Context: an optimization exercise on an open-source flow, tuned for a short achievable clock period and few clock cycles. The choices shown serve that exercise and are no tape-out recipe. Function was checked by simulation only, so behaviour that the tests miss may differ from the original. No activity file was given, so power comes from the tool's default toggle rates.

<file path="flow/config.mk">
export PLATFORM = sky130hd
export DESIGN_NAME = tinyCore
export DESIGN_NICKNAME = tinyCore
export VERILOG_FILES = /design/flow/design.v
export SDC_FILE = /design/flow/constraint.sdc
export NUM_CORES = 4
export LEC_CHECK = 0
export CAP_MARGIN = 20
export CORE_MARGIN = 2
export CORE_UTILIZATION = 30
export SLEW_MARGIN = 20
</file>
<file path="flow/constraint.sdc">
create_clock -name core_clock -period 16.0 [get_ports {clk}]
set_input_delay 3.2000 -clock core_clock [delete_from_list [all_inputs] [get_ports {clk}]]
set_output_delay 3.2000 -clock core_clock [all_outputs]
set_load 0.01 [all_outputs]
</file>
<file path="flow/design.v">
`timescale 1ns/1ps
package coreTypes;
    typedef logic [31:0] wordT;         
    typedef logic [3:0]  regIndexT;     
    localparam regIndexT pcIndex = 4'd15;   
    localparam logic [3:0] opOr     = 4'd0;
    localparam logic [3:0] opAnd    = 4'd1;
    localparam logic [3:0] opAdd    = 4'd2;
    localparam logic [3:0] opMul    = 4'd3;
    localparam logic [3:0] opShl    = 4'd5;
    localparam logic [3:0] opLt     = 4'd6;
    localparam logic [3:0] opEq     = 4'd7;
    localparam logic [3:0] opGt     = 4'd8;
    localparam logic [3:0] opAndNot = 4'd9;
    localparam logic [3:0] opXor    = 4'd10;
    localparam logic [3:0] opSub    = 4'd11;
    localparam logic [3:0] opXnor   = 4'd12;
    localparam logic [3:0] opShr    = 4'd13;
    localparam logic [3:0] opNe     = 4'd14;
endpackage
`timescale 1ns/1ps
`timescale 1ns/1ps
module regFile (
    input  logic        clk,
    input  logic [3:0]  readX,
    input  logic [3:0]  readY,
    input  logic [3:0]  readZ,
    output logic [31:0] valueX,
    output logic [31:0] valueY,
    output logic [31:0] valueZ,
    input  logic        writeEn,
    input  logic [3:0]  writeIdx,
    input  logic [31:0] writeData
);
    logic [31:0] store [1:14];
    assign valueX = (readX == 4'd0 || readX == 4'd15) ? 32'd0 : store[readX];
    assign valueY = (readY == 4'd0 || readY == 4'd15) ? 32'd0 : store[readY];
    assign valueZ = (readZ == 4'd0 || readZ == 4'd15) ? 32'd0 : store[readZ];
    always_ff @(posedge clk) begin
        if (writeEn && writeIdx != 4'd0 && writeIdx != 4'd15) begin
            store[writeIdx] <= writeData;
        end
    end
endmodule
`timescale 1ns/1ps
module prefixAdd (
    input  logic [31:0] a,
    input  logic [31:0] b,
    input  logic        cin,
    output logic [31:0] sum,
    output logic        cout
);
    logic [31:0] p0, g0;
    logic [31:0] p1, g1, p2, g2, p3, g3, p4, g4, p5, g5;
    assign p0 = a ^ b;
    assign g0 = (a & b);
    genvar i;
    generate
        for (i = 0; i < 32; i = i + 1) begin : lv1
            if (i == 0) begin : z
                assign g1[i] = g0[0] | (p0[0] & cin);
                assign p1[i] = 1'b0;
            end else begin : n
                assign g1[i] = g0[i] | (p0[i] & ((i == 1) ? (g0[0] | (p0[0] & cin)) : g0[i-1]));
                assign p1[i] = p0[i] & ((i == 1) ? 1'b0 : p0[i-1]);
            end
        end
        for (i = 0; i < 32; i = i + 1) begin : lv2
            if (i < 2) begin : z
                assign g2[i] = g1[i];
                assign p2[i] = p1[i];
            end else begin : n
                assign g2[i] = g1[i] | (p1[i] & g1[i-2]);
                assign p2[i] = p1[i] & p1[i-2];
            end
        end
        for (i = 0; i < 32; i = i + 1) begin : lv3
            if (i < 4) begin : z
                assign g3[i] = g2[i];
                assign p3[i] = p2[i];
            end else begin : n
                assign g3[i] = g2[i] | (p2[i] & g2[i-4]);
                assign p3[i] = p2[i] & p2[i-4];
            end
        end
        for (i = 0; i < 32; i = i + 1) begin : lv4
            if (i < 8) begin : z
                assign g4[i] = g3[i];
                assign p4[i] = p3[i];
            end else begin : n
                assign g4[i] = g3[i] | (p3[i] & g3[i-8]);
                assign p4[i] = p3[i] & p3[i-8];
            end
        end
        for (i = 0; i < 32; i = i + 1) begin : lv5
            if (i < 16) begin : z
                assign g5[i] = g4[i];
                assign p5[i] = p4[i];
            end else begin : n
                assign g5[i] = g4[i] | (p4[i] & g4[i-16]);
                assign p5[i] = p4[i] & p4[i-16];
            end
        end
    endgenerate
    assign sum  = p0 ^ {g5[30:0], cin};
    assign cout = g5[31];
endmodule
module aluExec (
    input  logic [31:0] x,
    input  logic [31:0] b,
    input  logic [31:0] ad,
    input  logic        selOr,
    input  logic        selAnd,
    input  logic        selAndNot,
    input  logic        selXor,
    input  logic        selXnor,
    input  logic        useX,        
    input  logic        bPlain,      
    input  logic        bInv,        
    input  logic        isCmp,
    input  logic        selLt,
    input  logic        selGt,
    input  logic        selEq,
    input  logic        selNe,
    input  logic [31:0] next,
    input  logic [31:0] next2,
    output logic [31:0] result,
    output logic        flag,
    output logic        differs
);
    logic [31:0] logicVal;
    logic [31:0] bArith;
    logic [31:0] csaS;
    logic [31:0] csaM;
    logic [31:0] csaC;
    logic [31:0] arithSum;
    logic        arithCout;
    logic [31:0] logicSum;
    logic        logicCout;
    logic [31:0] cmpDiff;
    logic        noBorrow;
    logic        lt;
    logic        gt;
    logic        eq;
    logic [31:0] adM1;
    logic        adCout;
    logic [31:0] cmpVal;
    logic        arithIsNext;
    logic        logicIsNext;
    function automatic logic sumIs(input logic [31:0] a, input logic [31:0] c,
                                   input logic [31:0] k);
        logic [31:0] need;
        logic [31:0] carryOut;
        need     = a ^ c ^ k;
        carryOut = ((a ^ c) & ~k) | (a & c);
        sumIs    = (need[0] == 1'b0) && (need[31:1] == carryOut[30:0]);
    endfunction
    assign bArith = b ^ {32{bInv}};
    assign csaS   = x ^ bArith ^ ad;
    assign csaM   = (x & bArith) | (x & ad) | (bArith & ad);
    assign csaC   = {csaM[30:0], bInv};
    prefixAdd uArith (.a(csaS), .b(csaC), .cin(1'b0), .sum(arithSum), .cout(arithCout));
    assign logicVal = ({32{selOr}}     & (x | b)) |
                      ({32{selAnd}}    & (x & b)) |
                      ({32{selAndNot}} & (x & ~b)) |
                      ({32{selXor}}    & (x ^ b)) |
                      ({32{selXnor}}   & ~(x ^ b));
    prefixAdd uLogic (.a(logicVal), .b(ad), .cin(1'b0), .sum(logicSum), .cout(logicCout));
    prefixAdd uCmp (.a({~x[31], x[30:0]}), .b({b[31], ~b[30:0]}), .cin(1'b1),
                    .sum(cmpDiff), .cout(noBorrow));
    assign eq = (x == b);
    assign lt = ~noBorrow;
    assign gt = noBorrow & ~eq;
    assign flag = (selLt & lt) | (selGt & gt) | (selEq & eq) | (selNe & ~eq);
    prefixAdd uDec (.a(ad), .b(32'hFFFF_FFFF), .cin(1'b0), .sum(adM1), .cout(adCout));
    assign cmpVal = flag ? adM1 : ad;
    assign result = useX ? arithSum : isCmp ? cmpVal : logicSum;
    assign arithIsNext = sumIs(csaS, csaC, next);
    assign logicIsNext = sumIs(logicVal, ad, next);
    assign differs = useX  ? ~arithIsNext :
                     isCmp ? (flag ? (ad != next2) : (ad != next)) : ~logicIsNext;
endmodule
module csaLevel #(
    parameter int N = 3
) (
    input  logic [N*32-1:0]                  in,
    output logic [(2*(N/3)+(N%3))*32-1:0]    out
);
    genvar g;
    generate
        for (g = 0; g < N / 3; g = g + 1) begin : grp
            logic [31:0] a;
            logic [31:0] b;
            logic [31:0] c;
            logic [31:0] m;
            assign a = in[(3*g)*32 +: 32];
            assign b = in[(3*g+1)*32 +: 32];
            assign c = in[(3*g+2)*32 +: 32];
            assign m = (a & b) | (a & c) | (b & c);
            assign out[(2*g)*32 +: 32]   = a ^ b ^ c;
            assign out[(2*g+1)*32 +: 32] = {m[30:0], 1'b0};
        end
        for (g = 0; g < N % 3; g = g + 1) begin : pass
            assign out[(2*(N/3)+g)*32 +: 32] = in[(3*(N/3)+g)*32 +: 32];
        end
    endgenerate
endmodule
module aluSlow (
    input  logic [31:0] x,
    input  logic [31:0] b,
    input  logic        isMul,
    input  logic        isShl,
    output logic [31:0] part0,
    output logic [31:0] part1,
    output logic [31:0] part2,
    output logic [2:0]  late31
);
    logic        big;
    logic [31:0] shifted;
    logic [31:0] shiftRow;
    logic [17*32-1:0] rows;
    logic [12*32-1:0] l1;
    logic [8*32-1:0]  l2;
    logic [6*32-1:0]  l3;
    logic [4*32-1:0]  l4;
    logic [3*32-1:0]  l5;
    logic [31:0]      corr;
    assign big = |b[31:5];
    always_comb begin
        if (big)        shifted = 32'd0;
        else if (isShl) shifted = x << b[4:0];
        else            shifted = x >> b[4:0];
    end
    assign shiftRow = {32{~isMul}} & shifted;
    genvar i;
    generate
        for (i = 0; i < 16; i = i + 1) begin : booth
            logic        hi, mid, lo;
            logic        one, two, neg;
            logic [31:0] v;
            assign hi  = b[2*i+1];
            assign mid = b[2*i];
            if (i == 0) begin : first
                assign lo = 1'b0;
            end else begin : rest
                assign lo = b[2*i-1];
            end
            assign one = isMul & (mid ^ lo);
            assign two = isMul & ((hi & ~mid & ~lo) | (~hi & mid & lo));
            assign neg = isMul & hi & ~(mid & lo);
            assign v   = one ? x : two ? {x[30:0], 1'b0} : 32'd0;
            assign rows[i*32 +: 32] = (neg ? ~v : v) << (2 * i);
            assign corr[2*i]   = neg;
            assign corr[2*i+1] = 1'b0;
        end
    endgenerate
    assign rows[16*32 +: 32] = corr;
    csaLevel #(.N(17)) uL1 (.in(rows),           .out(l1));
    csaLevel #(.N(12)) uL2 (.in(l1),             .out(l2));
    csaLevel #(.N(9))  uL3 (.in({shiftRow, l2}), .out(l3));
    csaLevel #(.N(6))  uL4 (.in(l3),             .out(l4));
    csaLevel #(.N(4))  uL5 (.in(l4),             .out(l5));
    assign part0 = {^{l3[5*32+31], l3[4*32+31], l3[3*32+31], l3[2*32+31], l3[32+31], l3[31]},
                    l5[30:0]};
    assign part1 = {1'b0, l5[62:32]};
    assign part2 = {1'b0, l5[94:64]};
    assign late31 = {l4[3*32+31], l4[32+31], l5[32+31]};
endmodule
module slowSum (
    input  logic [31:0] part0,
    input  logic [31:0] part1,
    input  logic [31:0] part2,
    input  logic [2:0]  late31,
    input  logic [31:0] ad,
    output logic [31:0] result
);
    logic [4*32-1:0] rows;
    logic [3*32-1:0] l1;
    logic [2*32-1:0] l2;
    logic            cout;
    assign rows = {ad, part2, part1, part0};
    csaLevel #(.N(4)) uL1 (.in(rows), .out(l1));
    csaLevel #(.N(3)) uL2 (.in(l1),   .out(l2));
    logic [31:0] sum;
    prefixAdd uAdd (.a(l2[31:0]), .b(l2[63:32]), .cin(1'b0), .sum(sum), .cout(cout));
    assign result = {sum[31] ^ (^late31), sum[30:0]};
endmodule
`timescale 1ns/1ps
`timescale 1ns/1ps
module tinyCore (
    input  logic        clk,
    input  logic        reset_n,
    input  logic        halt,
    input  logic        trap,
    output logic [31:0] iAddr,
    input  logic [31:0] iData,
    output logic [31:0] dAddr,
    input  logic [31:0] dIn,
    output logic [31:0] dOut,
    output logic        memRw,
    output logic        strobe
);
    localparam logic [31:0] RESET_VECTOR   = 32'h0000_0000;
    localparam logic [31:0] VECTOR_BASE    = 32'h0000_0040;
    localparam logic [31:0] TRAMP_BOTTOM   = 32'h0000_00c8;
    localparam logic [31:0] TRAP_SAVE_ADDR = 32'h0000_0060;
    logic        running;
    logic [31:0] pcF;        
    logic        eValid;
    logic [31:0] eX, eB, eAd, eS;
    logic [31:0] ePc1, ePc2;
    logic        eSteered;
    logic        eSelOr, eSelAnd, eSelAndNot, eSelXor, eSelXnor;
    logic        eUseX, eBPlain, eBInv;
    logic        eSelLt, eSelGt, eSelEq, eSelNe;
    logic        eIsCmp, eIsMul, eIsShl, eSlow, eAdZero;
    logic        eLoad, eStore, eJump, eThrow, eTrap, eWrites;
    logic [3:0]  eDest;
    logic        mValid;
    logic [31:0] mR, mP0, mP1, mP2, mAd, mStoreData;
    logic [31:0] mRNext, eBNext, dAddrQ;
    logic        strobeNext;
    logic [2:0]  mLate31;
    logic        strobeQ, memRwQ;
    logic        mSlow, mLoad, mStore, mJump, mThrow, mTrap, mWrites;
    logic [3:0]  mDest;
    logic [31:0] r2;
    logic [31:0] mVal;
    logic        mHold;
    logic        redirectM;
    logic [31:0] targetM;
    slowSum uSum2 (.part0(mP0), .part1(mP1), .part2(mP2), .late31(mLate31), .ad(mAd),
                   .result(r2));
    assign mVal = mLoad ? dIn : mSlow ? r2 : mR;
    assign mHold     = mValid & ((mSlow & (mLoad | mStore)) | mThrow);
    assign redirectM = mValid & ((mJump & (mLoad | mSlow) & ~(mSlow & mLoad)) | mThrow);
    assign targetM   = mThrow ? dIn : mVal;
    assign dAddr  = dAddrQ;
    assign dOut   = mStoreData;
    assign memRw  = memRwQ;
    assign strobe = strobeQ;
    logic [31:0] x, b, ad;
    logic [31:0] fastR;
    logic [31:0] slow0, slow1, slow2;
    logic [2:0]  slowLate31;
    logic        eFlag;
    logic        differs;
    logic        taken;
    logic        redirectE;
    logic        eVecRead;
    logic [31:0] targetE;
    assign x  = eX;
    assign b  = eB;
    assign ad = eAd;
    aluExec uAlu (
        .x      (x),
        .b      (b),
        .ad     (ad),
        .selOr     (eSelOr),
        .selAnd    (eSelAnd),
        .selAndNot (eSelAndNot),
        .selXor    (eSelXor),
        .selXnor   (eSelXnor),
        .useX      (eUseX),
        .bPlain    (eBPlain),
        .bInv      (eBInv),
        .isCmp     (eIsCmp),
        .selLt     (eSelLt),
        .selGt     (eSelGt),
        .selEq     (eSelEq),
        .selNe     (eSelNe),
        .next      (ePc1),
        .next2     (ePc2),
        .result    (fastR),
        .flag      (eFlag),
        .differs(differs)
    );
    aluSlow uSlow (
        .x       (x),
        .b       (b),
        .isMul   (eIsMul),
        .isShl   (eIsShl),
        .part0   (slow0),
        .part1   (slow1),
        .part2   (slow2),
        .late31  (slowLate31)
    );
    assign taken     = eJump & ~eLoad & ~eSlow & ~eSteered & differs;
    assign eVecRead  = eValid & eThrow & ~strobeQ & ~mHold;
    assign redirectE = eValid & (taken | eTrap | eVecRead);
    assign targetE   = eTrap ? TRAMP_BOTTOM : eVecRead ? dIn : fastR;
    logic [31:0] ins;
    logic        dT, dK, dS, dD;
    logic [3:0]  dDest, dX, dY, dOp;
    logic [31:0] dImm;
    logic        dThrow;
    logic [31:0] pcF1;
    logic        pcF1Cout;
    logic [31:0] rfX, rfY, rfZ;
    logic [31:0] vX, vY;
    logic        prodX, prodY;
    logic [31:0] storeVal;
    logic        hazard;
    logic        blockIrq;
    logic        haltQ, trapQ, savedQ;
    logic        eLate;
    logic        haltTake, trapTake;
    logic        dAccept;
    logic        dStall;
    logic        dCmpJump;
    logic        steer;
    logic [31:0] pcImm;
    logic [6:0]  pcLo;
    logic [5:0]  pcMidInc, pcMidDec;
    logic        shortJump;
    logic        rfWrite;
    assign ins    = iData;
    assign dT     = ins[31];
    assign dK     = ins[30];
    assign dS     = ins[29];
    assign dD     = ins[28];
    assign dDest  = ins[27:24];
    assign dX     = ins[23:20];
    assign dY     = ins[19:16];
    assign dOp    = ins[15:12];
    assign dImm   = {{20{ins[11]}}, ins[11:0]};
    assign dThrow = dT & dK;
    prefixAdd uPc1 (.a(pcF), .b(32'd0), .cin(1'b1), .sum(pcF1), .cout(pcF1Cout));
    assign rfWrite = reset_n & mValid & ~mHold & mWrites;
    regFile uRegs (
        .clk       (clk),
        .readX     (dX),
        .readY     (dY),
        .readZ     (eDest),
        .valueX    (rfX),
        .valueY    (rfY),
        .valueZ    (rfZ),
        .writeEn   (rfWrite),
        .writeIdx  (mDest),
        .writeData (mVal)
    );
    function automatic logic [31:0] readVal(input logic [3:0] r, input logic [31:0] rf,
                                            input logic [31:0] pc1, input logic mV,
                                            input logic mW, input logic [3:0] mD,
                                            input logic [31:0] mv);
        if (r == 4'd15)                     readVal = pc1;
        else if (r == 4'd0)                 readVal = 32'd0;
        else if (mV && mW && mD == r)       readVal = mv;
        else                                readVal = rf;
    endfunction
    assign vX = readVal(dX,    rfX, pcF1, mValid, mWrites, mDest, mVal);
    assign vY = readVal(dY,    rfY, pcF1, mValid, mWrites, mDest, mVal);
    assign prodX = eValid & eWrites & (eDest == dX);
    assign prodY = eValid & eWrites & (eDest == dY);
    assign eLate  = eLoad | eSlow;
    assign hazard = ~dThrow & eValid & (eLoad | eSlow) & (prodX | prodY);
    assign blockIrq = savedQ | (eValid & (eJump | eThrow | eTrap)) |
                      (mValid & ((mJump & (mLoad | mSlow)) | mThrow | mTrap));
    assign haltTake = running & haltQ & ~blockIrq;
    assign trapTake = running & ~haltQ & trapQ & ~blockIrq;
    assign pcLo     = {1'b0, pcF[5:0]} + {1'b0, ins[5:0]} + 7'd1;
    assign pcMidInc = pcF[11:6] + 6'd1;
    assign pcMidDec = pcF[11:6] - 6'd1;
    assign pcImm    = {pcF[31:12],
                       ins[11] ? (pcLo[6] ? pcF[11:6] : pcMidDec)
                               : (pcLo[6] ? pcMidInc : pcF[11:6]),
                       pcLo[5:0]};
    assign shortJump = (ins[11:6] == {6{ins[11]}}) &
                       (ins[11] ? (pcF[11:6] != 6'h00) : (pcF[11:6] != 6'h3F));
    assign dCmpJump = ~dThrow & ~dS & ~dD & dK & (dDest == 4'd15) & (dY == 4'd15) &
                      (dOp == coreTypes::opAnd) & (ins[11:0] != 12'd0);
    assign steer    = dCmpJump & prodX & eIsCmp & ~eLate & eAdZero & eFlag & shortJump;
    assign dStall  = mHold | (hazard & ~trapTake);
    assign dAccept = running & ~dStall & ~haltTake & ~redirectE & ~redirectM;
    assign iAddr = pcF;
    assign storeVal = readVal(eDest, rfZ, ePc1, mValid, mWrites, mDest, mVal);
    assign mRNext = !mHold  ? (eVecRead ? TRAP_SAVE_ADDR : fastR) :
                    mThrow  ? TRAP_SAVE_ADDR : r2;
    assign eBNext = mHold    ? eB :
                    trapTake ? TRAP_SAVE_ADDR :
                    dThrow   ? (VECTOR_BASE | {27'd0, ins[4:0]}) :
                    dK       ? dImm :
                    prodY    ? fastR : vY;
    assign strobeNext = !mHold ? (eValid & ~redirectM & ~eSlow & (eStore | eLoad | eThrow))
                               : 1'b1;
    always_ff @(posedge clk) begin
        mR     <= mRNext;
        eB     <= eBNext;
        dAddrQ <= strobeNext ? mRNext : mHold ? eB : (VECTOR_BASE | {27'd0, ins[4:0]});
    end
    always_ff @(posedge clk) begin
        haltQ  <= halt;
        trapQ  <= trap;
        savedQ <= reset_n & mValid & mTrap;
    end
    always_ff @(posedge clk) begin
        if (!reset_n) begin
            running <= 1'b1;
            pcF     <= RESET_VECTOR;
            eValid  <= 1'b0;
            mValid  <= 1'b0;
            strobeQ <= 1'b0;
            memRwQ  <= 1'b0;
        end else begin
            if (!running || haltTake) begin
                pcF <= RESET_VECTOR;
            end else if (redirectM) begin
                pcF <= targetM;
            end else if (redirectE) begin
                pcF <= targetE;
            end else if (!dStall && !trapTake) begin
                pcF <= steer ? pcImm : pcF1;
            end
            if (haltTake) running <= 1'b0;
            else if (!running && !haltQ) running <= 1'b1;
            if (!mHold) begin
                mValid  <= eValid & ~redirectM;
                strobeQ <= strobeNext;
                memRwQ  <= eValid & ~redirectM & ~eSlow & (eStore | eVecRead);
            end else begin
                strobeQ <= strobeNext;
                memRwQ  <= mThrow | mStore;
            end
            if (redirectM) begin
                eValid <= 1'b0;
            end else if (!mHold) begin
                eValid <= dAccept;
            end
        end
    end
    always_ff @(posedge clk) begin
        if (!mHold) begin
            mP0        <= slow0;
            mP1        <= slow1;
            mP2        <= slow2;
            mLate31    <= slowLate31;
            mAd        <= ad;
            mStoreData <= (eThrow | eTrap) ? eS : storeVal;
            mSlow      <= eSlow;
            mLoad      <= eLoad;
            mStore     <= eStore | eVecRead;
            mJump      <= eJump;
            mThrow     <= eThrow & ~eVecRead;
            mTrap      <= eTrap;
            mWrites    <= eWrites;
            mDest      <= eDest;
        end else if (mThrow) begin
            mThrow <= 1'b0;
            mStore <= 1'b1;
        end else begin
            mSlow <= 1'b0;
        end
    end
    always_ff @(posedge clk) begin
        if (!mHold) begin
            ePc1   <= pcF1;
            eSteered <= steer & ~trapTake;
            ePc2   <= pcF + 32'd2;
            eDest  <= dDest;
            eS     <= pcF;
            if (trapTake) begin
                eX      <= 32'd0;
                eAd     <= 32'd0;
                eSelOr     <= 1'b1;
                eSelAnd    <= 1'b0;
                eSelAndNot <= 1'b0;
                eSelXor    <= 1'b0;
                eSelXnor   <= 1'b0;
                eUseX      <= 1'b0;
                eBPlain    <= 1'b0;
                eBInv      <= 1'b0;
                eSelLt     <= 1'b0;
                eSelGt     <= 1'b0;
                eSelEq     <= 1'b0;
                eSelNe     <= 1'b0;
                eIsCmp  <= 1'b0;
                eAdZero <= 1'b1;
                eIsMul  <= 1'b0;
                eIsShl  <= 1'b0;
                eSlow   <= 1'b0;
                eLoad   <= 1'b0;
                eStore  <= 1'b1;
                eJump   <= 1'b0;
                eThrow  <= 1'b0;
                eTrap   <= 1'b1;
                eWrites <= 1'b0;
            end else if (dThrow) begin
                eX      <= 32'd0;
                eAd     <= 32'd0;
                eSelOr     <= 1'b1;
                eSelAnd    <= 1'b0;
                eSelAndNot <= 1'b0;
                eSelXor    <= 1'b0;
                eSelXnor   <= 1'b0;
                eUseX      <= 1'b0;
                eBPlain    <= 1'b0;
                eBInv      <= 1'b0;
                eSelLt     <= 1'b0;
                eSelGt     <= 1'b0;
                eSelEq     <= 1'b0;
                eSelNe     <= 1'b0;
                eIsCmp  <= 1'b0;
                eAdZero <= 1'b1;
                eIsMul  <= 1'b0;
                eIsShl  <= 1'b0;
                eSlow   <= 1'b0;
                eLoad   <= 1'b0;
                eStore  <= 1'b0;
                eJump   <= 1'b0;
                eThrow  <= 1'b1;
                eTrap   <= 1'b0;
                eWrites <= 1'b0;
            end else begin
                eX      <= prodX ? fastR : vX;
                eAd     <= dK ? (prodY ? fastR : vY) : dImm;
                eSelOr     <= dOp == coreTypes::opOr;
                eSelAnd    <= dOp == coreTypes::opAnd;
                eSelAndNot <= dOp == coreTypes::opAndNot;
                eSelXor    <= dOp == coreTypes::opXor;
                eSelXnor   <= dOp == coreTypes::opXnor;
                eUseX      <= dOp == coreTypes::opAdd || dOp == coreTypes::opSub;
                eBPlain    <= dOp == coreTypes::opAdd;
                eBInv      <= dOp == coreTypes::opSub;
                eSelLt     <= dOp == coreTypes::opLt;
                eSelGt     <= dOp == coreTypes::opGt;
                eSelEq     <= dOp == coreTypes::opEq;
                eSelNe     <= dOp == coreTypes::opNe;
                eIsCmp  <= dOp == coreTypes::opLt || dOp == coreTypes::opGt ||
                           dOp == coreTypes::opEq || dOp == coreTypes::opNe;
                eIsMul  <= dOp == coreTypes::opMul;
                eIsShl  <= dOp == coreTypes::opShl;
                eSlow   <= dOp == coreTypes::opMul || dOp == coreTypes::opShl ||
                           dOp == coreTypes::opShr;
                eAdZero <= dK ? (dY == 4'd0) : (ins[11:0] == 12'd0);
                eLoad   <= ~dS & dD;
                eStore  <= dS;
                eJump   <= ~dS & (dDest == 4'd15);
                eThrow  <= 1'b0;
                eTrap   <= 1'b0;
                eWrites <= ~dS & (dDest != 4'd15) & (dDest != 4'd0);
            end
        end
    end
endmodule
</file>
<file path="flow/flow/run.sh">
#!/bin/bash
# The standard layout, with timing repair aimed below the clock period
# (a setup margin), so that the achieved period shrinks, and the port
# buffers made with a plain buffer cell.
set -uo pipefail
bash standard.sh SETUP_SLACK_MARGIN=11 "BUFFER_PORTS_ARGS=-buffer_cell sky130_fd_sc_hd__buf_4" finish > layout.log 2>&1
</file>
<file path="flow/standard.sh">
#!/bin/bash
# synth_recipe.tcl (not shown) runs the flow's synth.tcl, then flattens the netlist and writes it again
# the make line also repeats each setting of config.mk as NAME=value (left out here)
make -C /OpenROAD-flow-scripts/flow DESIGN_CONFIG=/design/flow/config.mk WORK_HOME=/design/flow/orfs CLKGATE_MAP_FILE= SYNTH_SCRIPT=/design/flow/synth_recipe.tcl "${@:-finish}"
</file>
==> metrics.yaml, run 1 <==
cells_and_area:
  multi_input_area_um2: 49500
  fillers: 24600
  instances_no_fill: 11400
  area_delta_synth_final_pct: 25.1
  nets: 8620
  drive_gt1_share_pct: 24.9
  seq_area_um2: 27000
min_path:
  hp-start: "eWrites$_SDFFCE_PP0N_"
  hold_class: "flip-flop to flip-flop"
  holdPathStages: 0
sta:
  setup_viol: 0
  fmax_mhz: 188
  clock_skew_ps: 66.2
  worst_pin_slew_ps: 1270
  rsz0062_at_grt: "true"
  relSlewSlack_pct: 15.2
  tns_ps: 0
  hold_viol_final: 0
  slew_viol_final: 0
  timing.final.crit_share_pct: 33.3
  timing.final.crit_period_ps: 5330
synthesis:
  syn_area_per_cell_um2: 10.2
  synthCells: 7469
  synth_seq_cells: 934
  synth_fp_nets: 8206
  synth.distinct_cells: 90
  async_flop_share_pct: 0
  synth_edf_count: 825
  yosysSeqAreaShare_pct: 35.2
  ys_warn_count: 4
  synth_ff_type: "edfxtp_1"
  synth_area_um2: 76500
placement:
  io_buffer_count: 165
  hpwl_um: 281000
  dp.cells: 10700
  place.gp.congestion: 1.06
worst_setup_path:
  startpoint: "eBInv$_SDFFCE_PP0N_"
  ff2ff_path_depth: 23
  worstSetupStartpointType: "flip-flop"
  worst_ep_required_time_ps: 16730
  critPathArrivalTime_ps: 6060
  critPathCaptureType: "flip-flop"
  critical_path_class: "flip-flop to flip-flop"
  r2r_start: "eBInv$_SDFFCE_PP0N_"
  path_max_fanout: 4
global_routing:
  grt_antenna_before_repair: 31
  grt_use_total_pct: 30.1
  grt_pass1_vias: 65700
  grt_pass1_wl_um: 544000
  grt-ovfl-total: 0
  grt_max_degree: 102
clock_network:
  clkTransAtPathRegs_ps: 80
  numCtsBuffers: 107
  cts_buffer_depth: 3
  h-tree-depth: 3
  worstSkewPairLatency_ps: 830
  cts_tree: "done"
  cts.sinks: 934
  postCtsHoldBufs: 0
  clockRootBuffer: "clkbuf_16"
floorplanning:
  rows: 185
  core_um2: 254000
  ios: 166
  fp.dieW_um: 509
  initial_utilization_pct: 30.1
  dieHeight_um: 509
  die-area_um2: 259000
routing:
  routed_wl_um: 410000
  avgRoutedWirePerCell_um: 36.1
  drtAntennaViolNets: 0
  num_vias: 69600
  drt_iter0_markers: 11200
  first_pass_iters: 9
  drc: 0
  viasPerCell: 6.13
pwr:
  p_leak_nw: 36.8
  powerDensity_nw_per_um2: 123
  max-vdd-ir-drop_mv: 0.124
flow_run:
  drv_cap: 0
outcome:
  status: "no timing/DRC/antenna violations"
sequential cells by signal (all words and copies together), names as in the netlist, 3 cells and up, named ones only:
register and flops:
uRegs.store 448, mR 32, ePc2 31, ePc1 32
pcF 32, eX 32, mP1 30, eDest 4
eAd 32, eS 32, mP2 20, mDest 4
eB 32, mLate31 3, mStoreData 32, dAddrQ 32
mAd 32, mP0 32
final cells by class:
cell class	instances	share of cell area, %
flip-flops and latches	934	28.2
well taps	3366	4.40
repair inverters	1	0.00784
clock inverters	62	0.791
repair buffers	849	9.47
multi-input cells	5416	51.7
inverters	574	2.43
diodes	15	0.0392
clock buffers	136	2.98
timing repair:
action,in CTS,in global routing
gates cloned,37,26
gates resized for setup,550,499
endpoints found under the setup margin,558,234
buffers inserted,208,152
pin swaps,82,201
synth_stat cells (12+ instances only):
cell	number	area share, %
xnor2_1	485	5.6
a211oi_1	115	1.1
and2_1	61	0.50
nor2b_1	27	0.22
o21a_1	32	0.31
or4_1	12	0.12
nand2_1	525	2.6
nand3_1	109	0.71
or3_1	54	0.44
nor3_1	101	0.66
a21o_1	50	0.49
a22oi_1	262	2.6
nand3b_1	19	0.19
or2_2	18	0.15
and3_1	35	0.29
a21oi_1	466	3.0
mux2_2	23	0.34
a32oi_1	26	0.30
buf_1	92	0.45
a22o_1	18	0.21
o221ai_1	13	0.15
nor3b_1	16	0.16
clkbuf_1	445	2.2
nand2b_1	37	0.30
mux2i_1	343	4.5
nor2_1	574	2.8
o21bai_1	21	0.21
a221oi_1	49	0.56
o211ai_1	60	0.59
a221o_1	16	0.21
edfxtp_1	825	32
o21ai_0	413	2.7
inv_1	563	2.8
o31ai_1	63	0.62
o22ai_1	46	0.38
nor4_1	36	0.29
ha_1	316	5.2
a31oi_1	30	0.25
fa_1	353	9.2
xor2_1	126	1.4
a2bb2oi_1	12	0.14
nand4_1	45	0.37
dfxtp_1	109	2.9
mux4_2	259	7.6
stage by stage:
stage / power, mW / setup slack [ps] / hold WS [ps] / utilization (%) / cell area, µm²
CTS: 10.9 / 10880 / 452 / 36.0 / 91400
global route: 12.0 / 10670 / 483 / 37.7 / 95700
floorplan: 5.72 / 10160 / 394 / - / 77600
finish: 11.8 / 10670 / 461 / 37.7 / 95800
global placement: 7.81 / 8650 / 434 / 32.5 / 82500
detailed placement: 7.81 / 8650 / 436 / 32.5 / 82600
final timing paths:
check,endpoint,slack [ps]
setup reg to reg,dAddrQ[28]$_DFF_P_,10670
hold / removal,mWrites$_DFFE_PN_,460
hold reg to reg,mWrites$_DFFE_PN_,460
setup / recovery,dAddrQ[28]$_DFF_P_,10670
metal layers:
layer / vias up / track usage (%) / wire (µm) / part of all wire [%]
li1: 28000 / - / - / -
met1: 34800 / 36.4 / 144000 / 35
met2: 5368 / 45.6 / 176000 / 43
met3: 1439 / 8.57 / 50500 / 12
met4: 20 / 22.0 / 39300 / 9.6
met5: - / 0 / 138 / 0.034
kinds of logic after synthesis:
family          Yosys count  synth area share, %
compound gates         1803                 15.1
simple gates           1702                 10.2
buf+inv                1124                 5.55
flops                   934                 35.2
fa+ha+maj               669                 14.4
mux                     625                 12.4
xor+xnor                611                 6.99
other cells               1              0.00490
critical path: stages (launching register included):
cell      delay (ps)
edfxtp_1         410
buf_6            160
buf_12           140
buf_12           120
buf_12           130
xnor2_4          130
fa_2             590
inv_2             50
ha_4             150
fa_2             380
a211oi_4         290
o21ai_2          130
and4_4           240
o211a_4          250
o31ai_4          230
buf_6            160
nor2_2            40
o41a_1           440
xor2_4           280
a22oi_2          130
buf_6            190
buf_12           140
o21ai_4          240
and2_1           170
report_power, final:
group,internal (mW),leakage (nW),switching [mW],total [mW]
registers,3.05,9.34,0.189,3.24
clock network,1.48,1.73,1.15,2.62
logic,2.06,25.7,3.83,5.90
placed cells by master (no fill, tap or decap), types with 37 or more instances in the layout:
master,count
a211oi_1,71
a21o_1,46
a21oi_1,384
a21oi_2,68
a22oi_1,245
and2_1,44
buf_12,86
buf_4,628
buf_6,60
clkbuf_16,128
dfxtp_1,100
edfxtp_1,825
fa_1,333
ha_1,258
ha_4,37
inv_1,504
mux2i_1,331
mux4_2,259
nand2_1,508
nand3_1,93
nand4_1,45
nor2_1,541
nor3_1,78
o211ai_1,60
o21ai_0,280
o21ai_1,86
o21ai_2,42
o31ai_1,52
or3_1,53
xnor2_1,452
xor2_1,113
Testbench counts, summed over its fixed seeds: cycles 72,677.
==> run 2, diff against run 1 <==
==> flow/flow/run.sh (replaced) <==
#!/bin/bash
# The standard layout, with timing repair aimed below the clock period
# (a setup margin), so that the achieved period shrinks, and the port
# buffers made with a plain buffer cell.
set -uo pipefail
bash standard.sh SETUP_SLACK_MARGIN=11 GPL_ROUTABILITY_DRIVEN=0 "BUFFER_PORTS_ARGS=-buffer_cell sky130_fd_sc_hd__buf_4" finish > layout.log 2>&1
==> metrics.yaml, run 2 <==
outcome:
  status: "no timing/DRC/antenna violations"
worst_setup_path:
  path_max_fanout: 18
  critPathArrivalTime_ps: 5770
  worstSetupStartpointType: "flip-flop"
  worst_ep_required_time_ps: 16610
  critPathCaptureType: "flip-flop"
  critical_path_class: "flip-flop to flip-flop"
synthesis:
  synth_seq_cells: 934
  synth_edf_count: 825
  synth_top_area_cell: "edfxtp_1"
  synth_common_cells: "edfxtp_1, nor2_1, inv_1, nand2_1, xnor2_1"
  synth_fp_nets: 8206
  synthCells: 7469
  synth.distinct_cells: 90
  async_flop_share_pct: 0
  yosysMostFrequentCell: "edfxtp_1"
  syn_area_per_cell_um2: 10.2
  ys_warn_count: 4
  synth_ff_type: "edfxtp_1"
  synth_area_um2: 76500
  synth_area_leaders: "edfxtp_1, fa_1, mux4_2"
  synth_top_area_share_pct: 32.4
  yosysSeqAreaShare_pct: 35.2
global_routing:
  grt_antenna_before_repair: 42
  grt_use_total_pct: 26.8
  grt_pass1_vias: 65200
  grt-ovfl-total: 0
  grt_pass1_wl_um: 497000
  grt_max_degree: 160
clock_network:
  postCtsHoldBufs: 0
  cts_buffer_depth: 3
  clkTransAtPathRegs_ps: 60
  numCtsBuffers: 105
  h-tree-depth: 3
  worstSkewPairLatency_ps: 830
  clockRootBuffer: "clkbuf_16"
  cts.sinks: 934
  cts_tree: "done"
cells_and_area:
  seq_area_um2: 27000
  drive_gt1_share_pct: 21.7
  final_cell_mix: "edfxtp_1, buf_4, nor2_1"
  final_common_cell: "edfxtp_1"
  largest_register: "uRegs.store"
  largest_reg_flops: 448
  area_delta_synth_final_pct: 22.4
  multi_input_area_um2: 48100
  nets: 8556
  fillers: 24600
routing:
  drtAntennaViolNets: 0
  viasPerCell: 6.21
  first_pass_iters: 13
  drt_iter0_markers: 11800
  routed_wl_um: 371000
  drc: 0
  avgRoutedWirePerCell_um: 32.8
  num_vias: 70300
floorplanning:
  rows: 185
  fp.dieW_um: 509
  ios: 166
  core_um2: 254000
  die-area_um2: 259000
  dieHeight_um: 509
  initial_utilization_pct: 30.1
sta:
  setup_viol: 0
  rsz0062_at_grt: "true"
  finalWorstSetupSlack_ps: 10850
  timing.final.crit_share_pct: 32.2
  worst_pin_slew_ps: 1350
  fmax_mhz: 194
  clock_skew_ps: 112
  timing.final.crit_period_ps: 5150
  hold_viol_final: 0
  tns_ps: 0
  relSlewSlack_pct: 9.72
  slew_viol_final: 0
pwr:
  p_leak_nw: 36.2
  p_total_mw: 11.1
  max-vdd-ir-drop_mv: 0.100
  powerDensity_nw_per_um2: 119
min_path:
  hold_class: "flip-flop to flip-flop"
placement:
  io_buffer_count: 165
  place_ws_ps: 8830
  hpwl_um: 246000
flow_run:
  drv_cap: 0
## run 2: cell counts after synthesis
No cell type changed its count.
## run 2: kinds of logic (layout without fill, tap and decap cells)
logic type | after synthesis | count (layout) | share of synthesized area, %
AO/OA/AOI/OAI | 1803 | 1804 | 15.1
XOR/XNOR | 611 | 611 | 6.99
adder cells (fa/ha/maj) | 669 | 669 | 14.4
buffers and inverters | 1124 | 1562 | 5.55
flip-flops | 934 | 934 | 35.2
multiplexers | 625 | 625 | 12.4
other | 1 | 28 | 0.00490
AND/OR/NAND/NOR | 1702 | 1706 | 10.2
## run 2: final timing paths
kind / slack (ps) / depth (start not counted) / to / from
worst max-delay path: 10850 / 18 / mStoreData[16]$_DFFE_PN_ / mP0[2]$_DFFE_PN_
worst min-delay path: 460 / 0 / mWrites$_DFFE_PN_ / eWrites$_SDFFCE_PP0N_
worst max register to register: 10850 / 18 / mStoreData[16]$_DFFE_PN_ / mP0[2]$_DFFE_PN_
worst min register to register: 460 / 0 / mWrites$_DFFE_PN_ / eWrites$_SDFFCE_PP0N_
## run 2: routing by layer
layer	track usage, %	up-vias	wire (µm)
li1	-	27900	-
met1	31.2	34300	122000
met2	39.1	6133	155000
met3	10.9	1854	56800
met4	20.9	26	37200
met5	0	-	536
## run 2: critical path, stage by stage (launching register included)
cell and delay, ps:
edfxtp_1 390, fa_1 550, inv_1 60, fa_2 580, inv_1 60, ha_1 290
a211o_1 370, a21oi_4 200, o2111ai_2 210, and2_1 230, o22ai_4 200, buf_4 180
xor2_4 100, a211oi_4 630, a21o_4 350, mux2i_1 120, nor2_1 120, a21oi_1 90
a21oi_1 200
## run 2: area by class of cell
class	count	share of cell area [%]
multi-input cells	5416	51.3
flip-flops and latches	934	28.8
repair buffers	788	8.97
well taps	3366	4.50
clock buffers	142	3.04
inverters	574	2.46
clock inverters	58	0.833
diodes	27	0.0721
## run 2: timing repair
item                                    in CTS  in global routing
cloned                                      27                 35
endpoints found under the setup margin     396                231
pin swaps                                   56                128
endpoints found under the hold margin        0                  0
setup buffers                              157                176
resized for setup                          378                375
## run 2: power by group
part	leakage (nW)	switching (mW)	internal (mW)
registers	9.34	0.198	3.05
logic	25.1	3.43	1.85
clock network	1.76	1.11	1.47
## run 2: per-stage QoR
stage / instances / utilization, % / hold slack [ps] / instance area, µm²
6_report: 11300 / 36.9 / 455 / 93700
5_1_grt: 11300 / 36.9 / 476 / 93600
4_1_cts: 11100 / 35.3 / 456 / 89600
3_5_place_dp: 10700 / 32.4 / 441 / 82200
3_3_place_gp: 10700 / 32.4 / 459 / 82200
2_1_floorplan: 7469 / - / 394 / 77600

static timing again, ports no longer ideal:
The results above use ideal ports. As a check the final layouts listed here were re-extracted and re-timed, cells and wires unchanged.
Step 1 sets driving cells, clkbuf_16 on the clock port and buf_2 on the other inputs (assumed; they add their load-dependent delay and slew).
Step 2 adds t to the input delays and takes it off the output delays; t is the mean of the earliest and latest rising clock arrival at the registers after step 1. Input paths then give back, and output paths get back, about the clock's delay inside the block.
Three values: no drivers, after step 1, after step 2; two values: the first two.
run	t, ns	setup slack, ns	hold slack, ns	worst data-port slew with drivers (ns)
run 1	0.873	10.668 / 10.668 / 9.865	0.461 / 0.461 / 0.461	0.24
run 2	0.862	10.849 / 10.766 / 9.904	0.455 / 0.455 / 0.455	0.29
After both steps setup and hold are still met in every run listed. The setup slack of run 2, which loses most, moves by -0.083 ns with the drivers and by -0.945 ns with both steps.
